Background: an optimization exercise with open tools, aiming at small area, a short achievable clock period and few clock cycles per item. Do not read the settings as production practice.
The RTL was checked by simulation tests, not by an equivalence proof against the original design.
Power is estimated from default activity; no workload was simulated.

### flow/config.mk
export PLATFORM = sky130hd
export DESIGN_NAME = pe_injection_port
export DESIGN_NICKNAME = pe_injection_port
export VERILOG_FILES = /design/flow/design.v
export SDC_FILE = /design/flow/constraint.sdc
export NUM_CORES = 4
export LEC_CHECK = 0
export CAP_MARGIN = 20
export CORE_MARGIN = 2
export CORE_UTILIZATION = 60
export CTS_CLUSTER_DIAMETER = 100
export CTS_CLUSTER_SIZE = 25
export SETUP_SLACK_MARGIN = 3.55
export SLEW_MARGIN = 20
export SYNTH_HIERARCHICAL = 1
### flow/constraint.sdc
create_clock -name core_clock -period 7.0 [get_ports {clk}]
set_input_delay 1.4000 -clock core_clock [delete_from_list [all_inputs] [get_ports {clk}]]
set_output_delay 1.4000 -clock core_clock [all_outputs]
set_load 0.01 [all_outputs]
### flow/design.v
package noc_pkg;
    localparam int PHIT_SIZE          = 16;
    localparam int VC_IDX_W           = 4;
    localparam int LENGTH_PHIT_INDEX  = 1;
    localparam int LENGTH_FIELD_WIDTH = 16;
    localparam int CNT_W              = 17;
    typedef logic [PHIT_SIZE-1:0] phit_t;
    typedef logic [VC_IDX_W-1:0]  vc_idx_t;
    typedef enum logic {
        ARB  = 1'b0,
        SEND = 1'b1
    } out_state_t;
    function automatic logic [CNT_W-1:0] pkt_phits(
        input logic [LENGTH_FIELD_WIDTH-1:0] len,
        input int                            fs
    );
        logic [CNT_W-1:0] p;
        p = CNT_W'(len * fs);
        if (p < CNT_W'(2)) p = CNT_W'(2);
        pkt_phits = p;
    endfunction
endpackage
module inj_vc_fifo #(
    parameter int W     = 17,
    parameter int DEPTH = 4
) (
    input  logic         clk,
    input  logic         rst,
    input  logic         push,
    input  logic [W-1:0] din,
    input  logic         pop,
    input  logic         rsel,
    output logic [4*W-1:0] ents,
    output logic [3:0]     rs_lo,
    output logic [3:0]     rs_hi,
    output logic         full,
    output logic         empty
);
    localparam logic [7:0] CODES = 8'b10_11_01_00;
    logic [W-1:0] mem [4];
    logic [1:0]   wp, rp, wp_n, rp_n;
    assign wp_n = {wp[0], ~wp[1]};
    assign rp_n = {rp[0], ~rp[1]};
    for (genvar i = 0; i < 4; i++) begin : g_rd
        assign ents[i*W +: W] = mem[i];
    end
    inj_rdsel u_rs_lo (
        .rsel (rsel),
        .rp   (rp),
        .rs   (rs_lo)
    );
    inj_rdsel u_rs_hi (
        .rsel (rsel),
        .rp   (rp),
        .rs   (rs_hi)
    );
    always_ff @(posedge clk) begin
        if (rst) begin
            wp    <= 2'b00;
            rp    <= 2'b00;
            full  <= 1'b0;
            empty <= 1'b1;
        end else begin
            if (push) wp <= wp_n;
            if (pop)  rp <= rp_n;
            if (push & ~pop) begin
                empty <= 1'b0;
                full  <= (wp_n == rp);
            end
            if (pop & ~push) begin
                full  <= 1'b0;
                empty <= (rp_n == wp);
            end
        end
    end
    for (genvar i = 0; i < 4; i++) begin : g_ent
        always_ff @(posedge clk) begin
            if (push && wp == CODES[2*i +: 2]) mem[i] <= din;
        end
    end
endmodule
module inj_rdsel (
    input  logic       rsel,
    input  logic [1:0] rp,
    output logic [3:0] rs
);
    localparam logic [7:0] CODES = 8'b10_11_01_00;
    for (genvar i = 0; i < 4; i++) begin : g_rs
        assign rs[i] = rsel & (rp == CODES[2*i +: 2]);
    end
endmodule
module pe_injection_port #(
    parameter int phit_size               = noc_pkg::PHIT_SIZE,
    parameter int flit_size               = 1,
    parameter int addr_length             = 8,
    parameter int addr_place_in_header    = 0,
    parameter int no_vc                   = 8,
    parameter int floorplusone_log2_no_vc = noc_pkg::VC_IDX_W,
    parameter int buf_depth               = 4
) (
    input  logic                               clk,
    input  logic                               full_reset,
    input  logic [phit_size-1:0]               in_data,
    input  logic                               in_sent_req,
    input  logic                               in_new,
    input  logic [floorplusone_log2_no_vc-1:0] in_vc_no,
    output logic                               out_ready,
    output logic [phit_size-1:0]               out_data,
    output logic                               out_sent_req,
    output logic                               out_new,
    output logic                               out_tail,
    output logic [floorplusone_log2_no_vc-1:0] out_vc_no,
    input  logic                               in_ready,
    output logic [addr_length-1:0]             out_dest_addr,
    output logic                               protocol_error,
    output logic [31:0]                        no_packet_inject_report,
    output logic [31:0]                        stall_cycles_report
);
    localparam int LFW = noc_pkg::LENGTH_FIELD_WIDTH;
    localparam int VW  = floorplusone_log2_no_vc;
    localparam int SW  = $clog2(no_vc);
    localparam int EW  = phit_size + 1;
    logic [no_vc-1:0] full, empty, push, pop, rsel;
    logic [4*EW-1:0]  ents [no_vc];
    logic [4*no_vc-1:0] rs_lo, rs_hi;
    logic [no_vc-1:0] body, lenx, rz;
    logic [LFW-1:0]   rem [no_vc];
    logic [no_vc-1:0] dec, acc;
    logic             sel_body, sel_lenx, sel_rz;
    logic [LFW-1:0]   sel_rem, rem_nxt;
    logic             ok, last, rz_nxt;
    inj_vc_dec #(
        .VW (VW),
        .N  (no_vc)
    ) u_dec (
        .vc  (in_vc_no),
        .dec (dec)
    );
    assign acc = dec & ~full;
    always_comb begin
        sel_body = 1'b0;
        sel_lenx = 1'b0;
        sel_rz   = 1'b0;
        sel_rem  = '0;
        for (int v = 0; v < no_vc; v++) begin
            sel_body = sel_body | (dec[v] & body[v]);
            sel_lenx = sel_lenx | (dec[v] & lenx[v]);
            sel_rz   = sel_rz   | (dec[v] & rz[v]);
            sel_rem  = sel_rem  | (rem[v] & {LFW{dec[v]}});
        end
    end
    inj_ready #(
        .VW (VW),
        .N  (no_vc)
    ) u_ready (
        .vc    (in_vc_no),
        .nfull (~full),
        .ready (out_ready)
    );
    logic ready_int;
    inj_ready #(
        .VW (VW),
        .N  (no_vc)
    ) u_ready_int (
        .vc    (in_vc_no),
        .nfull (~full),
        .ready (ready_int)
    );
    assign ok        = in_new ^ sel_body;
    assign last      = ~in_new & (sel_lenx ? (in_data[LFW-1:0] < LFW'(3))
                                           : sel_rz);
    logic [LFW-1:0] rem_dec;
    inj_decr #(
        .W (LFW)
    ) u_decr (
        .a (sel_rem),
        .y (rem_dec)
    );
    assign rem_nxt   = sel_lenx ? in_data[LFW-1:0] : rem_dec;
    assign rz_nxt    = sel_lenx ? (in_data[LFW-1:0] == LFW'(3))
                                : (sel_rem == LFW'(4));
    for (genvar v = 0; v < no_vc; v++) begin : g_vc
        assign push[v] = in_sent_req & acc[v] & (in_new ^ body[v]);
        always_ff @(posedge clk) begin
            if (full_reset) begin
                body[v] <= 1'b0;
                lenx[v] <= 1'b0;
            end else if (push[v]) begin
                body[v] <= in_new | ~last;
                lenx[v] <= in_new;
            end
        end
        always_ff @(posedge clk) begin
            if (push[v] & ~in_new) begin
                rem[v] <= rem_nxt;
                rz[v]  <= rz_nxt;
            end
        end
        inj_vc_fifo #(
            .W     (EW),
            .DEPTH (buf_depth)
        ) u_fifo (
            .clk   (clk),
            .rst   (full_reset),
            .push  (push[v]),
            .din   ({last, in_data}),
            .pop   (pop[v]),
            .rsel  (rsel[v]),
            .ents  (ents[v]),
            .rs_lo (rs_lo[4*v +: 4]),
            .rs_hi (rs_hi[4*v +: 4]),
            .full  (full[v]),
            .empty (empty[v])
        );
    end
    logic                   o_valid, o_new, o_tail, lock;
    logic [phit_size-1:0]   o_data;
    logic [SW-1:0]          o_vc;
    logic [addr_length-1:0] o_dest;
    logic                   adv, found, avail;
    logic [no_vc-1:0]       win, cur;
    logic [SW-1:0]          sel;
    logic [EW-1:0]          s_head;
    always_comb begin
        found = 1'b0;
        win   = '0;
        for (int v = 0; v < no_vc; v++) begin
            if (!found && !empty[v] && (SW'(v) > o_vc)) begin
                found  = 1'b1;
                win[v] = 1'b1;
            end
        end
        for (int v = 0; v < no_vc; v++) begin
            if (!found && !empty[v] && (SW'(v) <= o_vc)) begin
                found  = 1'b1;
                win[v] = 1'b1;
            end
        end
    end
    always_comb begin
        sel = o_vc;
        for (int v = 0; v < no_vc; v++)
            if (win[v]) sel = SW'(v);
    end
    for (genvar v = 0; v < no_vc; v++) begin : g_cur
        assign cur[v] = (o_vc == SW'(v));
    end
    assign rsel  = lock ? cur : win;
    assign avail = lock ? ~|(cur & empty) : found;
    assign adv   = ~o_valid | in_ready;
    assign pop   = rsel & {no_vc{adv & avail}};
    localparam int LW = EW / 2;
    localparam int HW = EW - LW;
    logic [4*no_vc*LW-1:0] ents_lo;
    logic [4*no_vc*HW-1:0] ents_hi;
    for (genvar v = 0; v < no_vc; v++) begin : g_ents
        for (genvar i = 0; i < 4; i++) begin : g_ent
            assign ents_lo[(4*v+i)*LW +: LW] = ents[v][i*EW +: LW];
            assign ents_hi[(4*v+i)*HW +: HW] = ents[v][i*EW+LW +: HW];
        end
    end
    inj_sel #(
        .W (LW),
        .N (4 * no_vc)
    ) u_sel_lo (
        .d (ents_lo),
        .s (rs_lo),
        .y (s_head[LW-1:0])
    );
    inj_sel #(
        .W (HW),
        .N (4 * no_vc)
    ) u_sel_hi (
        .d (ents_hi),
        .s (rs_hi),
        .y (s_head[EW-1:LW])
    );
    always_ff @(posedge clk) begin
        if (full_reset) begin
            o_valid <= 1'b0;
            lock    <= 1'b0;
            o_vc    <= SW'(no_vc - 1);
        end else if (adv) begin
            o_valid <= avail;
            if (avail) begin
                o_vc <= lock ? o_vc : sel;
                lock <= ~lock | ~s_head[phit_size];
            end
        end
    end
    always_ff @(posedge clk) begin
        if (adv) begin
            o_data <= s_head[phit_size-1:0];
            o_tail <= s_head[phit_size];
            o_new  <= ~lock;
            if (!lock) o_dest <= s_head[addr_place_in_header +: addr_length];
        end
    end
    assign out_sent_req  = o_valid;
    assign out_data      = o_data;
    assign out_new       = o_new;
    assign out_tail      = o_tail;
    assign out_vc_no     = VW'(o_vc);
    assign out_dest_addr = o_dest;
    always_ff @(posedge clk) begin
        if (full_reset) protocol_error <= 1'b0;
        else if (in_sent_req & ready_int & ~ok) protocol_error <= 1'b1;
    end
    logic [31:0] pkt_cnt, stall_cnt;
    always_ff @(posedge clk) begin
        if (full_reset) begin
            pkt_cnt   <= '0;
            stall_cnt <= '0;
        end else begin
            if (o_valid & in_ready & o_tail) pkt_cnt   <= pkt_cnt + 32'd1;
            if (in_sent_req & ~ready_int)    stall_cnt <= stall_cnt + 32'd1;
        end
    end
    assign no_packet_inject_report = pkt_cnt;
    assign stall_cycles_report     = stall_cnt;
endmodule
module inj_vc_dec #(
    parameter int VW = 4,
    parameter int N  = 8
) (
    input  logic [VW-1:0] vc,
    output logic [N-1:0]  dec
);
    for (genvar v = 0; v < N; v++) begin : g_dec
        assign dec[v] = (vc == VW'(v));
    end
endmodule
module inj_ready #(
    parameter int VW = 4,
    parameter int N  = 8
) (
    input  logic [VW-1:0] vc,
    input  logic [N-1:0]  nfull,
    output logic          ready
);
    localparam int SW = $clog2(N);
    logic [SW-1:0] vc_n;
    logic [N-1:0]  t;
    for (genvar b = 0; b < SW; b++) begin : g_inv
        inj_inv u_inv (
            .a (vc[b]),
            .y (vc_n[b])
        );
    end
    for (genvar v = 0; v < N; v++) begin : g_term
        logic [SW-1:0] lit;
        for (genvar b = 0; b < SW; b++) begin : g_lit
            assign lit[b] = ((v >> b) & 1) ? vc[b] : vc_n[b];
        end
        inj_nand #(
            .N (SW + 1)
        ) u_term (
            .a ({lit, nfull[v]}),
            .y (t[v])
        );
    end
    logic [1:0] any;
    logic       none, high;
    for (genvar h = 0; h < 2; h++) begin : g_half
        inj_nand #(
            .N (N / 2)
        ) u_any (
            .a (t[h*N/2 +: N/2]),
            .y (any[h])
        );
    end
    assign high = (vc >= VW'(N));
    inj_nor2 u_none (
        .a (any[0]),
        .b (any[1]),
        .y (none)
    );
    inj_nor2 u_ready (
        .a (none),
        .b (high),
        .y (ready)
    );
endmodule
module inj_inv (
    input  logic a,
    output logic y
);
    assign y = ~a;
endmodule
module inj_sel #(
    parameter int W = 17,
    parameter int N = 32
) (
    input  logic [N*W-1:0] d,
    input  logic [N-1:0]   s,
    output logic [W-1:0]   y
);
    always_comb begin
        y = '0;
        for (int i = 0; i < N; i++) y = y | (d[i*W +: W] & {W{s[i]}});
    end
endmodule
module inj_nor2 (
    input  logic a,
    input  logic b,
    output logic y
);
    assign y = ~(a | b);
endmodule
module inj_decr #(
    parameter int W = 16
) (
    input  logic [W-1:0] a,
    output logic [W-1:0] y
);
    assign y = a - W'(1);
endmodule
module inj_nand #(
    parameter int N = 4
) (
    input  logic [N-1:0] a,
    output logic         y
);
    assign y = ~&a;
endmodule
### flow/flow/run.sh
#!/bin/bash
# The standard layout (standard.sh, unchanged synthesis and steps), with one
# change: the port buffers that global placement inserts are plain
# sky130_fd_sc_hd__buf_1 cells instead of the delay buffers buffer_ports
# picks by default; timing repair still resizes them where needed.
# All of ORFS's output goes to standard.log here, and its per-step logs stay
# under orfs/logs/.
set -euo pipefail
export BUFFER_PORTS_ARGS="-buffer_cell sky130_fd_sc_hd__buf_1"
bash standard.sh > standard.log 2>&1
### flow/standard.sh
#!/bin/bash
# synth_recipe.tcl (not shown) runs the flow's synth.tcl, then flattens the netlist and writes it again
# the make line also repeats each setting of config.mk as NAME=value (left out here)
make -C /OpenROAD-flow-scripts/flow DESIGN_CONFIG=/design/flow/config.mk WORK_HOME=/design/flow/orfs CLKGATE_MAP_FILE= SYNTH_SCRIPT=/design/flow/synth_recipe.tcl "${@:-finish}"
==> results of run 1 <==
## where the power goes
part,internal [mW],switching (mW),leakage [nW]
clock,1.15,1.51,0.553
sequential,5.56,0.0849,7.52
combinational,0.398,0.731,3.88
total,7.11,2.32,12.0
## critical path, delay by kind of cell
family | cells | cell delay (ns)
simple gates | 4 | 0.36
buf+inv | 3 | 0.32
## flip-flops by register name, indices dropped and copies added, names as in the netlist
name / flops
g_vc.u_fifo.mem: 544
rem: 128
pkt_cnt: 32
stall_cnt: 32
g_vc.u_fifo.rp: 16
g_vc.u_fifo.wp: 16
o_data: 16
body: 8
g_vc.u_fifo.empty: 8
g_vc.u_fifo.full: 8
lenx: 8
o_dest: 8
rz: 8
o_vc: 3
lock: 1
o_new: 1
o_tail: 1
o_valid: 1
protocol_error: 1
## Yosys stat by module, one instance, submodules excluded, a selection
module	copies in the design	cell area (sq um)
inj_rdsel	16	37.5
inj_nor2	4	3.75
pe_injection_port	1	10500
inj_inv	6	3.75
## kinds of logic (layout without fill, tap and decap cells)
group / count (synthesis) / in the layout / share of synthesized area (%)
flops: 840 / 840 / 71.4
simple gates: 611 / 618 / 11.0
compound gates: 482 / 482 / 10.8
buf+inv: 169 / 354 / 2.46
xor+xnor: 93 / 93 / 2.43
mux: 37 / 37 / 1.27
fa+ha+maj: 19 / 19 / 0.710
other cells: 1 / 4 / 0.0112
## how the worst max path moves through the flow
stage                    startpoint  cells past startpoint          to  slack, ns
2_1_floorplan           in_vc_no[3]                      9  rem[0][15]       3.38
3_3_place_gp            in_vc_no[2]                     11  rem[2][12]       2.11
3_5_place_dp            in_vc_no[2]                     11  rem[4][12]       1.98
4_1_cts        g_vc[6].u_fifo.empty                     12        lock       3.37
5_1_grt        g_vc[5].u_fifo.empty                     13        lock       3.34
6_report                in_vc_no[2]                      7   out_ready       3.52
## area by class of cell
type / instances / area share (%)
diodes: 3 / 0.0202
clock buffers: 69 / 3.04
clock inverters: 2 / 0.101
inverters: 55 / 0.599
multi-input cells: 1250 / 25.4
flip-flops and latches: 840 / 64.3
well taps: 748 / 2.52
repair buffers: 228 / 4.11
## routing by layer
| metal | vias up | share of wire [%] | wire, um | GRT usage, % |
|---|---|---|---|---|
| li1 | 9239 | - | - | - |
| met1 | 10600 | 41 | 36200 | 43.3 |
| met2 | 884 | 48 | 42500 | 48.4 |
| met5 | - | 0.014 | 12 | 0 |
| met3 | 141 | 7.9 | 6930 | 3.93 |
| met4 | 2 | 2.5 | 2230 | 8.02 |
## stage by stage
| step | std cells | power (mW) | hold WS [ns] | setup WS, ns |
|---|---|---|---|---|
| finish | 3195 | 9.43 | 0.475 | 3.52 |
| CTS | 3153 | 9.37 | 0.478 | 3.37 |
| global placement | 3041 | 6.69 | 0.460 | 2.11 |
| detailed placement | 3041 | 6.71 | 0.464 | 1.98 |
| floorplan | 2252 | 6.29 | 0.446 | 3.38 |
| global route | 3192 | 9.70 | 0.515 | 3.34 |
## layout by cell type (no fill, tap or decap), drive strengths merged, types with 7 or more instances in the layout
cell      n
nor4     14
a211oi    8
nand2    56
nor3b    17
inv      54
mux2     17
o21ai    26
or3       8
nor2    152
xnor2    30
nor2b     9
ha       19
buf     218
a22oi   348
a41o      8
xor2     63
and4bb    7
o31ai     9
clkbuf   78
nor3      8
nand2b   40
and3     41
or4      18
a21o     11
or3b      8
edfxtp  706
and3b    35
nand3    37
dfxtp   134
nand4   135
mux2i    18
or4b      8
a21oi    41
and4      8
## what timing repair did
action                                  4_1_cts  5_1_grt
pin swaps                                    34       34
endpoints found under the setup margin      792      519
buffers inserted                             37       31
cloned                                        4        8
gates resized for setup                      88       65
==> results.sh, run 1 <==
export IMPL_synth_nets=2296
export IMPL_ys_seq_elements=840
export IMPL_finalCritPeriodShare_pct=49.7
export IMPL_powerDensity_nw_per_um2=254
export IMPL_ys_types=83
export IMPL_finalMaxSlewViolations=0
export IMPL_fin_area_sq_um=37200
export IMPL_cts_buffers=39
export IMPL_r2r_start="lock"
export IMPL_final_seq_area_sq_um=23900
export IMPL_regToRegEndpoint="lock"
export IMPL_area_growth_pct=11.1
export IMPL_period_needed_ns=3.48
export IMPL_top_level_ports=122
export IMPL_rows=86
export IMPL_dieArea_sq_um=57700
export IMPL_numPortBuffers=120
export IMPL_cp_slowest_cell="buf_2"
export IMPL_hpwl_mm=55.2
export IMPL_drtAntennaViolNets=0
export IMPL_cp_max_fo=5
export IMPL_path_cells="buf_12, inv_6, nand4_1, nand4_1, nor2_1, nor2_1, buf_2"
export IMPL_placed_cell_area_sq_um=34700
export IMPL_maxCapViolations=0
export IMPL_tns_ns=0
export IMPL_min_to="lenx[0]"
export IMPL_synth_async_sr_flop_share_pct=0
export IMPL_die_w_um=240
export IMPL_yosysTopAreaCell="edfxtp_1"
export IMPL_root_buffer="clkbuf_16"
export IMPL_utilization_pct=67.5
export IMPL_grt_max_degree=77
export IMPL_drive_gt1_share_pct=15.1
export IMPL_cts_tree="built"
export IMPL_slew_headroom_pct=42.9
export IMPL_rrSetupSlack_ns=3.55
export IMPL_vias=20900
export IMPL_syn_area_per_cell_sq_um=14.9
export IMPL_final_hold_viol_count=0
export IMPL_start_util_pct=60.7
export IMPL_critPathCaptureType="output pin"
export IMPL_core_sq_um=55100
export IMPL_rsz0062_at_grt="true"
export IMPL_cts_sinks=840
export IMPL_drc=0
export IMPL_htree_levels=2
export IMPL_tightest_slew_ns=0.856
export IMPL_status="no timing/DRC/antenna violations"
export IMPL_overflow=0
export IMPL_synth_top_cell_area_share_pct=63.3
export IMPL_wl_per_cell_um=27.5
export IMPL_criticalPathCategory="input pin to output pin"
export IMPL_gp_congestion=0.871
export IMPL_ys_seq_area_share_pct=71.4
export IMPL_min_path_type="flip-flop to flip-flop"
export IMPL_cts_buffer_depth=3
export IMPL_synth_edf_count=706
export IMPL_startpoint_type="input pin"
export IMPL_initialDrtViolationCount=2409
export IMPL_fmax_mhz=287
export IMPL_n_fill_cell=3909
export IMPL_wirelength_mm=87.9
export IMPL_antenna_found_initial=6
export IMPL_r2r_cells=11
export IMPL_grt_pass1_vias=19700
export IMPL_ir_worst_vdd_uv=272
export IMPL_synthTopCellsByCount="edfxtp_1 (706), a22oi_1 (347), nor2_1 (151)"
export IMPL_viasPerCell=6.54
export IMPL_ys_flop_type="edfxtp_1"
export IMPL_die_y_um=240
export IMPL_multi_input_area_sq_um=9430
export IMPL_grt_pass1_wl_mm=126
export IMPL_syn_area_sq_um=33500
export IMPL_min_delay_start="lenx[0]"
export IMPL_setup_viol=0
export IMPL_yosysWarnings=14
export IMPL_worstPathRequired_ns=5.60
export IMPL_synth_area_leaders="edfxtp_1 (63%), dfxtp_1 (8.0%), a22oi_1 (7.8%)"
export IMPL_synthesis_instances=2252
export IMPL_ctsHoldBuffers=0
export IMPL_hold_depth=2
export IMPL_slowest_delay_ns=0.15
export IMPL_cts_clk_slew_worst_paths_ns=0.10
export IMPL_post_synth_top_count_cell="edfxtp_1"
export IMPL_track_usage_pct=29.9
export IMPL_firstDrtPassIters=5
export IMPL_clk_latency_ns=0.60
export IMPL_nNetsFinal=2458
export IMPL_finClkSkew_ns=0.0178
export IMPL_crit_arrival_ns=2.08
export IMPL_p_leak_nw=12.0
Testbench counts, summed over its fixed seeds: cycles 10,595, packets 2,400.
==> inputs of run 2 (changes only) <==
--- a/flow/design.v
+++ b/flow/design.v
@@ -31,8 +31,7 @@
     input  logic         pop,
     input  logic         rsel,
     output logic [4*W-1:0] ents,
-    output logic [3:0]     rs_lo,
-    output logic [3:0]     rs_hi,
+    output logic [3:0]     rs,
     output logic         full,
     output logic         empty
 );
@@ -43,17 +42,8 @@
     assign rp_n = {rp[0], ~rp[1]};
     for (genvar i = 0; i < 4; i++) begin : g_rd
         assign ents[i*W +: W] = mem[i];
+        assign rs[i]          = rsel & (rp == CODES[2*i +: 2]);
     end
-    inj_rdsel u_rs_lo (
-        .rsel (rsel),
-        .rp   (rp),
-        .rs   (rs_lo)
-    );
-    inj_rdsel u_rs_hi (
-        .rsel (rsel),
-        .rp   (rp),
-        .rs   (rs_hi)
-    );
     always_ff @(posedge clk) begin
         if (rst) begin
             wp    <= 2'b00;
@@ -79,16 +69,6 @@
         end
     end
 endmodule
-module inj_rdsel (
-    input  logic       rsel,
-    input  logic [1:0] rp,
-    output logic [3:0] rs
-);
-    localparam logic [7:0] CODES = 8'b10_11_01_00;
-    for (genvar i = 0; i < 4; i++) begin : g_rs
-        assign rs[i] = rsel & (rp == CODES[2*i +: 2]);
-    end
-endmodule
 module pe_injection_port #(
     parameter int phit_size               = noc_pkg::PHIT_SIZE,
     parameter int flit_size               = 1,
@@ -122,13 +102,13 @@
     localparam int EW  = phit_size + 1;
     logic [no_vc-1:0] full, empty, push, pop, rsel;
     logic [4*EW-1:0]  ents [no_vc];
-    logic [4*no_vc-1:0] rs_lo, rs_hi;
-    logic [no_vc-1:0] body, lenx, rz;
+    logic [4*no_vc-1:0] rs;
+    logic [no_vc-1:0] body, lenx;
     logic [LFW-1:0]   rem [no_vc];
     logic [no_vc-1:0] dec, acc;
-    logic             sel_body, sel_lenx, sel_rz;
+    logic             sel_body, sel_lenx;
     logic [LFW-1:0]   sel_rem, rem_nxt;
-    logic             ok, last, rz_nxt;
+    logic             ok, last;
     inj_vc_dec #(
         .VW (VW),
         .N  (no_vc)
@@ -140,12 +120,10 @@
     always_comb begin
         sel_body = 1'b0;
         sel_lenx = 1'b0;
-        sel_rz   = 1'b0;
         sel_rem  = '0;
         for (int v = 0; v < no_vc; v++) begin
             sel_body = sel_body | (dec[v] & body[v]);
             sel_lenx = sel_lenx | (dec[v] & lenx[v]);
-            sel_rz   = sel_rz   | (dec[v] & rz[v]);
             sel_rem  = sel_rem  | (rem[v] & {LFW{dec[v]}});
         end
     end
@@ -157,18 +135,9 @@
         .nfull (~full),
         .ready (out_ready)
     );
-    logic ready_int;
-    inj_ready #(
-        .VW (VW),
-        .N  (no_vc)
-    ) u_ready_int (
-        .vc    (in_vc_no),
-        .nfull (~full),
-        .ready (ready_int)
-    );
     assign ok        = in_new ^ sel_body;
     assign last      = ~in_new & (sel_lenx ? (in_data[LFW-1:0] < LFW'(3))
-                                           : sel_rz);
+                                           : (sel_rem == LFW'(3)));
     logic [LFW-1:0] rem_dec;
     inj_decr #(
         .W (LFW)
@@ -177,8 +146,6 @@
         .y (rem_dec)
     );
     assign rem_nxt   = sel_lenx ? in_data[LFW-1:0] : rem_dec;
-    assign rz_nxt    = sel_lenx ? (in_data[LFW-1:0] == LFW'(3))
-                                : (sel_rem == LFW'(4));
     for (genvar v = 0; v < no_vc; v++) begin : g_vc
         assign push[v] = in_sent_req & acc[v] & (in_new ^ body[v]);
         always_ff @(posedge clk) begin
@@ -191,10 +158,7 @@
             end
         end
         always_ff @(posedge clk) begin
-            if (push[v] & ~in_new) begin
-                rem[v] <= rem_nxt;
-                rz[v]  <= rz_nxt;
-            end
+            if (push[v] & ~in_new) rem[v] <= rem_nxt;
         end
         inj_vc_fifo #(
             .W     (EW),
@@ -207,13 +171,12 @@
             .pop   (pop[v]),
             .rsel  (rsel[v]),
             .ents  (ents[v]),
-            .rs_lo (rs_lo[4*v +: 4]),
-            .rs_hi (rs_hi[4*v +: 4]),
+            .rs    (rs[4*v +: 4]),
             .full  (full[v]),
             .empty (empty[v])
         );
     end
-    logic                   o_valid, o_new, o_tail, lock;
+    logic                   o_valid, o_new, lock;
     logic [phit_size-1:0]   o_data;
     logic [SW-1:0]          o_vc;
     logic [addr_length-1:0] o_dest;
@@ -249,31 +212,17 @@
     assign avail = lock ? ~|(cur & empty) : found;
     assign adv   = ~o_valid | in_ready;
     assign pop   = rsel & {no_vc{adv & avail}};
-    localparam int LW = EW / 2;
-    localparam int HW = EW - LW;
-    logic [4*no_vc*LW-1:0] ents_lo;
-    logic [4*no_vc*HW-1:0] ents_hi;
+    logic [4*no_vc*EW-1:0] all_ents;
     for (genvar v = 0; v < no_vc; v++) begin : g_ents
-        for (genvar i = 0; i < 4; i++) begin : g_ent
-            assign ents_lo[(4*v+i)*LW +: LW] = ents[v][i*EW +: LW];
-            assign ents_hi[(4*v+i)*HW +: HW] = ents[v][i*EW+LW +: HW];
-        end
+        assign all_ents[4*EW*v +: 4*EW] = ents[v];
     end
     inj_sel #(
-        .W (LW),
-        .N (4 * no_vc)
-    ) u_sel_lo (
-        .d (ents_lo),
-        .s (rs_lo),
-        .y (s_head[LW-1:0])
-    );
-    inj_sel #(
-        .W (HW),
+        .W (EW),
         .N (4 * no_vc)
-    ) u_sel_hi (
-        .d (ents_hi),
-        .s (rs_hi),
-        .y (s_head[EW-1:LW])
+    ) u_sel (
+        .d (all_ents),
+        .s (rs),
+        .y (s_head)
     );
     always_ff @(posedge clk) begin
         if (full_reset) begin
@@ -291,7 +240,6 @@
     always_ff @(posedge clk) begin
         if (adv) begin
             o_data <= s_head[phit_size-1:0];
-            o_tail <= s_head[phit_size];
             o_new  <= ~lock;
             if (!lock) o_dest <= s_head[addr_place_in_header +: addr_length];
         end
@@ -299,12 +247,12 @@
     assign out_sent_req  = o_valid;
     assign out_data      = o_data;
     assign out_new       = o_new;
-    assign out_tail      = o_tail;
+    assign out_tail      = ~lock;
     assign out_vc_no     = VW'(o_vc);
     assign out_dest_addr = o_dest;
     always_ff @(posedge clk) begin
         if (full_reset) protocol_error <= 1'b0;
-        else if (in_sent_req & ready_int & ~ok) protocol_error <= 1'b1;
+        else if (in_sent_req & out_ready & ~ok) protocol_error <= 1'b1;
     end
     logic [31:0] pkt_cnt, stall_cnt;
     always_ff @(posedge clk) begin
@@ -312,8 +260,8 @@
             pkt_cnt   <= '0;
             stall_cnt <= '0;
         end else begin
-            if (o_valid & in_ready & o_tail) pkt_cnt   <= pkt_cnt + 32'd1;
-            if (in_sent_req & ~ready_int)    stall_cnt <= stall_cnt + 32'd1;
+            if (o_valid & in_ready & ~lock)  pkt_cnt   <= pkt_cnt + 32'd1;
+            if (in_sent_req & ~out_ready)    stall_cnt <= stall_cnt + 32'd1;
         end
     end
     assign no_packet_inject_report = pkt_cnt;
==> results.sh, run 2 <==
export IMPL_dieArea_sq_um=56600
export IMPL_die_w_um=238
export IMPL_vias=20100
export IMPL_placed_cell_area_sq_um=34000
export IMPL_ys_seq_area_share_pct=72.0
export IMPL_cp_max_fo=12
export IMPL_start_util_pct=60.9
export IMPL_ctsHoldBuffers=0
export IMPL_tightest_slew_ns=1.16
export IMPL_grt_pass1_wl_mm=122
export IMPL_p_leak_nw=11.5
export IMPL_syn_area_per_cell_sq_um=15.0
export IMPL_status="no timing/DRC/antenna violations"
export IMPL_reg_largest_list="g_vc.u_fifo.mem x544, rem x128"
export IMPL_top_level_ports=122
export IMPL_cts_tree="built"
export IMPL_yosysWarnings=13
export IMPL_min_to="lenx[1]"
export IMPL_drc=0
export IMPL_largest_reg_flops=544
export IMPL_regMostFlops="g_vc.u_fifo.mem"
export IMPL_worstPathRequired_ns=5.60
export IMPL_layout_commonest_cell="edfxtp_1"
export IMPL_drtAntennaViolNets=0
export IMPL_maxCapViolations=0
export IMPL_setup_viol=0
export IMPL_ys_seq_elements=831
export IMPL_nNetsFinal=2405
export IMPL_tns_ns=0
export IMPL_yosysTopAreaCell="edfxtp_1"
export IMPL_antenna_found_initial=2
export IMPL_powerDensity_nw_per_um2=256
export IMPL_cts_buffers=39
export IMPL_initialDrtViolationCount=2149
export IMPL_overflow=0
export IMPL_cts_buffer_depth=3
export IMPL_synth_area_leaders="edfxtp_1 (64%), dfxtp_1 (8.2%), a22oi_1 (7.9%)"
export IMPL_hpwl_mm=51.5
export IMPL_synthTopCellsByCount="edfxtp_1 (697), a22oi_1 (344), nor2_1 (147)"
export IMPL_fin_area_sq_um=36400
export IMPL_cts_clk_slew_worst_paths_ns=0.10
export IMPL_post_synth_top_count_cell="edfxtp_1"
export IMPL_rsz0062_at_grt="true"
export IMPL_gp_congestion=0.848
export IMPL_root_buffer="clkbuf_16"
export IMPL_r2r_start="g_vc[3].u_fifo.empty"
export IMPL_die_y_um=238
export IMPL_period_needed_ns=3.54
export IMPL_dp_slack_ns=1.92
export IMPL_r2r_cells=10
export IMPL_min_delay_start="lenx[1]"
export IMPL_grt_pass1_vias=19300
export IMPL_rrSetupSlack_ns=3.51
export IMPL_fmax_mhz=283
export IMPL_viasPerCell=6.51
export IMPL_finClkSkew_ns=0.0334
export IMPL_synth_async_sr_flop_share_pct=0
export IMPL_drive_gt1_share_pct=15.6
export IMPL_rows=85
export IMPL_ir_worst_vdd_uv=249
export IMPL_final_hold_viol_count=0
export IMPL_min_path_type="flip-flop to flip-flop"
export IMPL_most_common_layout_cells="edfxtp_1 (697), a22oi_1 (317), nand4_1 (129)"
export IMPL_clk_latency_ns=0.62
export IMPL_slew_headroom_pct=22.6
export IMPL_area_growth_pct=11.1
export IMPL_track_usage_pct=29.3
export IMPL_finalCritPeriodShare_pct=50.5
export IMPL_core_sq_um=53900
export IMPL_finalMaxSlewViolations=0
export IMPL_htree_levels=2
export IMPL_critPathCaptureType="output pin"
export IMPL_wl_per_cell_um=27.2
export IMPL_synth_nets=2236
export IMPL_criticalPathCategory="input pin to output pin"
export IMPL_dp_cells=2946
export IMPL_synth_top_cell_area_share_pct=63.8
export IMPL_hold_depth=2
export IMPL_n_fill_cell=3811
export IMPL_startpoint_type="input pin"
export IMPL_worst_slack_ns=3.46
export IMPL_whs_ns=0.492
export IMPL_firstDrtPassIters=8
export IMPL_ys_flop_type="edfxtp_1"
export IMPL_syn_area_sq_um=32800
export IMPL_utilization_pct=67.6
export IMPL_ys_types=79
export IMPL_cts_sinks=831
export IMPL_crit_arrival_ns=2.14
export IMPL_synth_edf_count=697
export IMPL_instances_no_fill=3088
export IMPL_numPortBuffers=120
export IMPL_regToRegEndpoint="o_data[0]"
export IMPL_finalPower_mw=9.33
export IMPL_synthesis_instances=2192
export IMPL_wirelength_mm=84.1
export IMPL_grt_max_degree=76
run 2: cell count changes after synthesis, moves of 7 or more:
cell	previous run	this run
and3b_1	33	10
clkbuf_1	52	30
and3_2	16	0
nor3b_2	16	0
buf_2	26	41
inv_1	52	65
buf_6	17	29
edfxtp_1	706	697
a311oi_1	0	8
and3_1	25	33
nor3b_1	1	9
buf_1	10	3
nand3_1	37	30
run 2: what timing repair did:
item                       in CTS  in global routing
cloned                          4                  5
setup endpoints to repair     799                302
pin swaps                      43                 49
setup buffers                  38                 23
resized for setup             112                 70
run 2: kinds of logic after synthesis:
family                   synth area share, %
other                                 0.0114
AND/OR/NAND/NOR                         9.80
adder cells (fa/ha/maj)                0.725
buffers and inverters                   2.94
multiplexers                            1.24
AO/OA/AOI/OAI                           10.8
flip-flops                              72.0
XOR/XNOR                                2.48
run 2: critical path, cell delays in order:
cell and delay, ns:
buf_12 0.12, inv_6 0.04, nand4_1 0.07, nand4_1 0.13, nor2_2 0.19, nor2_4 0.06
buf_6 0.12
run 2: worst max path at each step:
| stage | from | endpoint | cells after the start |
|---|---|---|---|
| floorplan | in_vc_no[3] | g_vc[0].u_fifo.mem[0][16] | 8 |
| global placement | in_vc_no[1] | g_vc[7].u_fifo.mem[1][16] | 8 |
| detailed placement | in_vc_no[1] | g_vc[1].u_fifo.mem[3][16] | 8 |
| CTS | in_vc_no[1] | out_ready | 7 |
| global route | g_vc[2].u_fifo.empty | o_data[10] | 11 |
| finish | in_vc_no[2] | out_ready | 7 |
run 2: power breakdown:
group	internal, mW	total [mW]	switching, mW
Sequential	5.51	5.58	0.0786
Combinational	0.414	1.15	0.740
Clock	1.10	2.59	1.49
Total	7.02	9.33	2.30
run 2: Yosys stat by module, one instance, submodules excluded, a selection:
module | times used | cells inside
pe_injection_port | 1 | 859
inj_nor2 | 2 | 1
inj_inv | 3 | 1
run 2: metal layers:
layer	GRT usage (%)	wire, um	up-vias
met4	12.0	3420	0
met3	5.77	6870	144
met5	0	0	-
met2	46.9	39700	881
met1	39.9	34100	10100
li1	-	-	8998
run 2: cell type report:
| cell class | instances | area [sq um] | area share, % |
|---|---|---|---|
| tap | 696 | 871 | 2.39 |
| inverter | 66 | 267 | 0.731 |
| multi-input combinational | 1191 | 8970 | 24.6 |
| clock inverter | 4 | 48.8 | 0.134 |
| timing repair buffer | 232 | 1540 | 4.23 |
| antenna | 1 | 2.50 | 0.00687 |
| sequential | 831 | 23600 | 64.9 |
| clock buffer | 67 | 1100 | 3.02 |
Testbench counts of run 2, summed over its fixed seeds: cycles 10,595, packets 2,400.

==> re-timing with driven ports <==
No port has a modelled driver above. Below, the same layouts with a new extraction and two added sets of constraints.
Step 1 assumes that a clkbuf_16 drives the clock port and a buf_2 every other input.
Step 2 also shifts input and output timing later by t, the mid clock arrival at the registers, as if the neighbouring blocks saw the same clock.
a / b / c = ideal ports / drivers / drivers and shift; a / b = the first two.
run	t (ns)	setup slack, ns	slew at the worst register clock pin (ns)	pins driven straight from the clock port
run 1	0.658	3.519 / 3.375 / 2.827	0.10 / 0.10	1
run 2	0.661	3.464 / 3.322 / 2.881	0.11 / 0.11	1
After both steps setup and hold are still met in every run listed. The setup slack of run 1, which loses most, moves by -0.144 ns with the drivers and by -0.692 ns with both steps.
